Source: an optimization exercise on an open RTL-to-GDS flow (aim: small area, a short achievable clock period and few clock cycles per item). Production flows keep margins and buffers that such runs may drop. Function was checked by simulation only, so behaviour that the tests miss may differ from the original. Power and IR drop assume default switching activity.

// joystick_mouse_button_qualifier_unit
module joystick_mouse_button_qualifier_unit (
    input  logic                                i_clk,
    input  logic                                i_rst_n,
    input  logic                                s_axis_tvalid,
    output logic                                s_axis_tready,
    input  logic [jmbq_pkg::IN_TDATA_W-1:0]     s_axis_tdata,
    output logic                                m_axis_tvalid,
    input  logic                                m_axis_tready,
    output logic [jmbq_pkg::OUT_TDATA_W-1:0]    m_axis_tdata,
    input  logic                                i_cfg_we,
    input  logic [jmbq_pkg::CFG_IDX_W-1:0]      i_cfg_idx,
    input  logic [jmbq_pkg::CFG_DATA_W-1:0]     i_cfg_wdata
);
    localparam int NB = jmbq_pkg::NUM_BTN;
    localparam int TW = jmbq_pkg::TIME_W;
    localparam int SW = jmbq_pkg::SAMPLE_W;
    localparam int KW = jmbq_pkg::KEYS_W;
    localparam int PW = jmbq_pkg::SPEED_W;
    localparam int DW = jmbq_pkg::DZ_W;
    localparam int HW = jmbq_pkg::MS_W;
    localparam int AW = 19;
    localparam int MW = 28;
    localparam int BRW = 10;
    logic [SW-1:0] r_center_x, r_center_y;
    logic [DW-1:0] r_deadzone;
    logic [PW-1:0] r_top_speed;
    logic [HW-1:0] r_debounce_ms, r_long_press_ms;
    always_ff @(posedge i_clk) begin
        if (!i_rst_n) begin
            r_center_x      <= jmbq_pkg::RST_CENTER;
            r_center_y      <= jmbq_pkg::RST_CENTER;
            r_deadzone      <= jmbq_pkg::RST_DEADZONE;
            r_top_speed     <= jmbq_pkg::RST_TOP_SPEED;
            r_debounce_ms   <= jmbq_pkg::RST_DEBOUNCE;
            r_long_press_ms <= jmbq_pkg::RST_LONG_PRESS;
        end else if (i_cfg_we) begin
            case (i_cfg_idx)
                jmbq_pkg::CFG_CENTER_X:   r_center_x      <= i_cfg_wdata[SW-1:0];
                jmbq_pkg::CFG_CENTER_Y:   r_center_y      <= i_cfg_wdata[SW-1:0];
                jmbq_pkg::CFG_DEADZONE:   r_deadzone      <= i_cfg_wdata[DW-1:0];
                jmbq_pkg::CFG_TOP_SPEED:  r_top_speed     <= i_cfg_wdata[PW-1:0];
                jmbq_pkg::CFG_DEBOUNCE:   r_debounce_ms   <= i_cfg_wdata[HW-1:0];
  ...
Size: roughly 4200 cells after synthesis, about 870 flip-flops, about 120 I/O pins, about 51000 um2 of cells after synthesis.
Settings: LEC_CHECK=0, CAP_MARGIN=20, CORE_MARGIN=2, CORE_UTILIZATION=40, CTS_CLUSTER_DIAMETER=132, CTS_CLUSTER_SIZE=24, SLEW_MARGIN=20; clock period 10.0 ns.
standard.sh (not shown) runs the stock make flow with config.mk's settings and CLKGATE_MAP_FILE= SYNTH_SCRIPT=/design/flow/synth_recipe.tcl, a recipe that flattens the netlist after the stock synthesis.
==> flow/flow/run.sh <==
#!/bin/bash
# Standard synthesis and layout (the standard.sh, unchanged scripts); the
# differences from the standard flow's own layout are a larger setup slack margin for
# ORFS's repair_timing steps, so that repair keeps improving paths past the
# point where they meet the (unchanged) 10 ns constraint, and a plain buffer
# (sky130_fd_sc_hd__buf_2) as the cell that buffers every port.
set -euo pipefail
cd "$(dirname "$0")/.."
MARGIN=$(cat flow/margin.txt)
bash standard.sh synth > synth_make.log 2>&1
bash standard.sh SETUP_SLACK_MARGIN=$MARGIN "BUFFER_PORTS_ARGS=-buffer_cell sky130_fd_sc_hd__buf_2" finish > layout_make.log 2>&1
==> flow/flow/margin.txt <==
6.5
The baseline completed with no timing, DRC or antenna violations.
Testbench counts at the start, summed over its fixed seeds: cycles 3,288, polls 3,200.
Edit:
==> flow/flow/margin.txt (replaced) <==
6.65
Effect: Combinational power climbs by 5.6%. Worst hold slack is better by 0.035 ns. Cell count rose by 1.1%. Worst setup slack improved by 0.077 ns. Synthesized cell count stays the same. Sequential cell count is unchanged. Non-clock buffer count came out higher by 67. Sequential power barely changes. Via count went up by 1.1%.

* * *

Setup of oak:
joystick_mouse_button_qualifier_unit, a different RTL version from the one above (not shown whole).
Size: about 4200 cells after synthesis, about 120 I/O pins, roughly 49000 sq um of cells after synthesis.
Settings: LEC_CHECK=0, CAP_MARGIN=20, CORE_MARGIN=2, CORE_UTILIZATION=40, CTS_CLUSTER_DIAMETER=132, CTS_CLUSTER_SIZE=24, SLEW_MARGIN=20; clock period 10.0 ns.
==> flow/flow/run.sh <==
#!/bin/bash
# Standard synthesis and layout (the standard.sh, unchanged scripts); the
# only difference from the standard flow's own layout is a larger setup slack margin for
# ORFS's repair_timing steps, so that repair keeps improving paths past the
# point where they meet the (unchanged) 10 ns constraint.
set -euo pipefail
cd "$(dirname "$0")/.."
MARGIN=$(cat flow/margin.txt)
bash standard.sh synth > synth_make.log 2>&1
bash standard.sh SETUP_SLACK_MARGIN=$MARGIN finish > layout_make.log 2>&1
==> flow/flow/margin.txt <==
6.15
Testbench counts of oak, summed over its fixed seeds: cycles 3,280, polls 3,200.
diff inputs: oak => pine
Settings: a deleted CTS_CLUSTER_SIZE that had been 24; a deleted CTS_CLUSTER_DIAMETER that had been 132; a change of CORE_UTILIZATION from 40 to 60.
### Flow results
Taking oak as the reference, in pine height of the die decreased 18%; share of total power consumed by net switching lost 1.5 points. [compare] base=oak new=pine: detail-routed net length per standard cell went up by 0.72 microns, clock period minus worst slack went up by 49 ps, synthesized area was more or less identical, combinational group share of total power went down by 5.0 points, clock sink count was more or less identical. oak consumes less power than pine.

* * *

Another version of the RTL of joystick_mouse_button_qualifier_unit (not shown whole).
Size in the first run: about 120 I/O pins.
==> flow/config.mk <==
export PLATFORM = sky130hd
export DESIGN_NAME = joystick_mouse_button_qualifier_unit
export DESIGN_NICKNAME = joystick_mouse_button_qualifier_unit
export VERILOG_FILES = /design/flow/design.v
export SDC_FILE = /design/flow/constraint.sdc
export NUM_CORES = 4
export LEC_CHECK = 0
export CAP_MARGIN = 20
export CORE_MARGIN = 2
export CORE_UTILIZATION = 40
export CTS_CLUSTER_DIAMETER = 132
export CTS_CLUSTER_SIZE = 24
export PLACE_DENSITY = 0.75
export SLEW_MARGIN = 20
==> flow/constraint.sdc <==
create_clock -name core_clock -period 10.0 [get_ports {i_clk}]
set_input_delay 2.0000 -clock core_clock [delete_from_list [all_inputs] [get_ports {i_clk}]]
set_output_delay 2.0000 -clock core_clock [all_outputs]
set_load 0.01 [all_outputs]
==> flow/flow/margin.txt <==
6.55
Scripts as last shown in full above: flow/flow/run.sh
The starting point finished with timing, DRC and antenna clean.
Testbench counts at the start, summed over its fixed seeds: cycles 3,288, polls 3,200.
==> next run, changes <==
==> flow/flow/margin.txt (replaced) <==
6.3
- PLACE_DENSITY: 0.75 -> not set
What happened: The changed run finished with timing, DRC and antenna clean. Die area stays the same. Routed wire length goes down by 2.5%. Synthesized cell count does not change. Cell area goes down by 1.5%. Worst setup slack got worse by 0.17 ns. Via count goes down by 4.2%. Area after synthesis stays the same. Hold slack is about the same. Total power goes down by about 3%. Register-to-register slack got worse by 0.12 ns. Clock power stays flat.
==> next run, changes <==
==> flow/flow/run.sh (replaced) <==
#!/bin/bash
# Standard synthesis and layout (the standard.sh, unchanged scripts); the
# differences from the standard flow's own layout are a larger setup slack margin for
# ORFS's repair_timing steps, so that repair keeps improving paths past the
# point where they meet the (unchanged) 10 ns constraint, and a plain buffer
# (sky130_fd_sc_hd__buf_2) as the cell that buffers every port.
set -euo pipefail
cd "$(dirname "$0")/.."
MARGIN=$(cat flow/margin.txt)
bash standard.sh synth > synth_make.log 2>&1
bash standard.sh SETUP_SLACK_MARGIN=$MARGIN "BUFFER_PORTS_ARGS=-buffer_cell sky130_fd_sc_hd__buf_2" finish > layout_make.log 2>&1
==> flow/flow/margin.txt (replaced) <==
6.45
Via count rises slightly.
Routed wire length rose by a few percent.
Utilization hardly moves.
Sequential share of layout area is about the same.
Sequential cell count is unchanged.
Total power rose slightly.

afterwards: timing with drivers on the ports:
Ports are ideal in the flow. The routed layouts listed here were re-timed in OpenROAD.
Step 1 sets driving cells, clkbuf_16 on the clock port and buf_2 on the other inputs (assumed; they add their load-dependent delay and slew).
Step 2, shift: input delay + t, output delay - t, t = (earliest + latest rising clock arrival at the registers) / 2. This alone moves slack from input paths to output paths.
a / b / c = ideal / step 1 / step 2; a / b = the first two.
run	t (ns)	setup slack, ns	hold slack, ns	worst setup path after step 2	clock arrival spread, ns
the first run of note 1	0.728	6.589 / 6.555 / 6.298	0.364 / 0.364 / 0.364	input to register	0.057 / 0.057
the second run of note 1	0.723	6.666 / 6.619 / 6.375	0.399 / 0.399 / 0.399	input to register	0.056 / 0.056
oak	0.698	6.149 / 6.149 / 5.565	0.390 / 0.390 / 0.390	input to register	0.037 / 0.036
pine	0.714	6.100 / 6.100 / 5.607	0.409 / 0.409 / 0.409	input to register	0.044 / 0.044
the first run of note 3	0.715	6.539 / 6.539 / 5.894	0.395 / 0.395 / 0.395	input to register	0.044 / 0.044
the second run of note 3	0.716	6.373 / 6.358 / 5.706	0.394 / 0.394 / 0.394	input to register	0.062 / 0.063
the third run of note 3	0.714	6.475 / 6.475 / 6.063	0.397 / 0.397 / 0.397	input to register	0.057 / 0.058
After both steps setup and hold are still met in every run listed. The setup slack of the second run of note 3, which loses most, moves by -0.015 ns with the drivers and by -0.667 ns with both steps.
